Source: an optimization exercise on an open RTL-to-GDS flow (aim: small area). Production flows keep margins and buffers that such runs may drop. In this exercise RTL edits were held to simulation tests only and were not proved equivalent to the original.

==> flow/design.v (excerpt) <==
module id_stage #(
  parameter int REGS  = 32,
  parameter int WIDTH = 32
) (
  input  logic             clk,
  input  logic             rst_n,
  input  logic [31:0]      InstrD,
  input  logic [WIDTH-1:0] PCPlus4D,
  input  logic             RegWriteW,
  input  logic [4:0]       WriteRegW,
  input  logic [WIDTH-1:0] ResultW,
  input  logic [WIDTH-1:0] ALUOutM,
  input  logic             ForwardAD,
  input  logic             ForwardBD,
  input  logic             FlushE,
  output logic [WIDTH-1:0] PCBranchD,
  output logic             PCSrcD,
  output logic [4:0]       RsD,
  output logic [4:0]       RtD,
  output logic             RegWriteE,
  output logic             MemtoRegE,
  output logic             MemWriteE,
  output logic             ALUSrcE,
  output logic             RegDstE,
  output logic [2:0]       ALUControlE,
  output logic [WIDTH-1:0] RD1E,
  output logic [WIDTH-1:0] RD2E,
  output logic [WIDTH-1:0] SignImmE,
  output logic [4:0]       RsE,
  output logic [4:0]       RtE,
  output logic [4:0]       RdE
);
  localparam int N = REGS - 1;   
  logic [N*WIDTH-1:0] rf_q;       
  logic [N*WIDTH-1:0] rf_d;
  logic [N-1:0]       vld_q;      
  logic [N-1:0]       we, wen;
  logic [N-1:0]       sel1, sel2;
  logic [5:0]       opcode, funct;
  logic [4:0]       rs, rt;
  logic             reg_write, mem_to_reg, mem_write, alu_src, reg_dst, branch, jump;
  logic [2:0]       alu_ctrl;
  logic [WIDTH-1:0] rd1, rd2, cmp_a, cmp_b;
  logic             equal_d;
  assign opcode = InstrD[31:26];
  assign funct  = InstrD[5:0];
  assign rs     = InstrD[25:21];
  assign rt     = InstrD[20:16];
  assign RsD    = rs;
  assign RtD    = rt;
  always_comb begin
    for (int k = 1; k < REGS; k++) begin
      we[k-1]   = RegWriteW && (WriteRegW == k);
      wen[k-1]  = !(RegWriteW && (WriteRegW == k));
      sel1[k-1] = (rs == k) && (vld_q[k-1] || we[k-1]);
      sel2[k-1] = (rt == k) && (vld_q[k-1] || we[k-1]);
    end
  end
  always_ff @(posedge clk or negedge rst_n) begin
    if (!rst_n) vld_q <= '0;
    else        vld_q <= vld_q | we;
  end
  for (genvar k = 0; k < N; k++) begin : g_reg
  ...
Size: roughly 3700 cells after synthesis, ~1100 flip-flops, ~300 I/O pins, roughly 0.044 mm^2 of cells after synthesis.
export LEC_CHECK = 0
export CAP_MARGIN = 20
export CORE_MARGIN = 2
export CORE_UTILIZATION = 55
export CTS_BUF_LIST = sky130_fd_sc_hd__clkbuf_16
export CTS_CLUSTER_DIAMETER = 80
export CTS_CLUSTER_SIZE = 24
export SETUP_SLACK_MARGIN = 0.4
export SLEW_MARGIN = 20
export SYNTH_HIERARCHICAL = 1
export SYNTH_MINIMUM_KEEP_SIZE = 0
export BUFFER_PORTS_ARGS = -buffer_cell sky130_fd_sc_hd__buf_1
create_clock -name core_clock -period 9.0 [get_ports {clk}]
standard.sh (not shown) runs the stock make flow with config.mk's settings and CLKGATE_MAP_FILE= SYNTH_SCRIPT=/design/flow/synth_recipe.tcl, a recipe that flattens the netlist after the stock synthesis.
==> flow/flow/run.sh <==
#!/bin/bash
# The standard layout, except that the port buffers are sky130_fd_sc_hd__buf_1 rather than
# the delay buffer buffer_ports picks on its own. Every port still gets its buffer.
set -euo pipefail
echo 'export BUFFER_PORTS_ARGS = -buffer_cell sky130_fd_sc_hd__buf_1' >> config.mk
bash standard.sh synth > synth.log 2>&1
bash standard.sh > layout.log 2>&1
Rerun with:
==> flow/run.sh (new file) <==
#!/bin/bash
# synth_recipe.tcl (not shown) runs the flow's synth.tcl, then flattens the netlist and writes it again
# the make line also repeats each setting of config.mk as NAME=value (left out here)
make -C /OpenROAD-flow-scripts/flow DESIGN_CONFIG=/design/flow/config.mk WORK_HOME=/design/flow/orfs CLKGATE_MAP_FILE= SYNTH_SCRIPT=/design/flow/synth_recipe.tcl finish
- BUFFER_PORTS_ARGS: -buffer_cell sky130_fd_sc_hd__buf_1 -> not set
- SETUP_SLACK_MARGIN: 0.4 -> 0.2
removed: flow/flow/run.sh
removed: flow/standard.sh
The changed run produced a clean layout.
Final cell count is higher slightly.
Worst setup slack gets worse by 80 ps.
Critical path depth is higher by 4.
Clock skew is higher by 25 ps.
Clock-buffer cell count is lower by 2.

## what the ideal ports hide
In the flow no input, the clock included, has a driving cell. The finished layouts below were timed again as built, in two steps. Step 1, drivers: a clkbuf_16 drives clk and a buf_2 each remaining input, both assumed. Step 2 moves the port delays by t, midway between the first and last clock arrival at a register: inputs arrive t later, outputs are due t later. That takes back most of the time a late clock gives input paths. a / b / c = ideal ports / drivers / drivers and shift; a / b = the first two.
run | t, ns | slack for setup (ns) | worst setup path at the end
the first run | 0.744 | 0.265 / 0.239 / 0.239 | input to output
the second run | 0.738 | 0.186 / 0.164 / 0.164 | input to output
After both steps setup and hold are still met in every run listed. For the first run, which loses most, drivers alone change the setup slack by -0.026 ns; drivers and shift together by -0.026 ns.
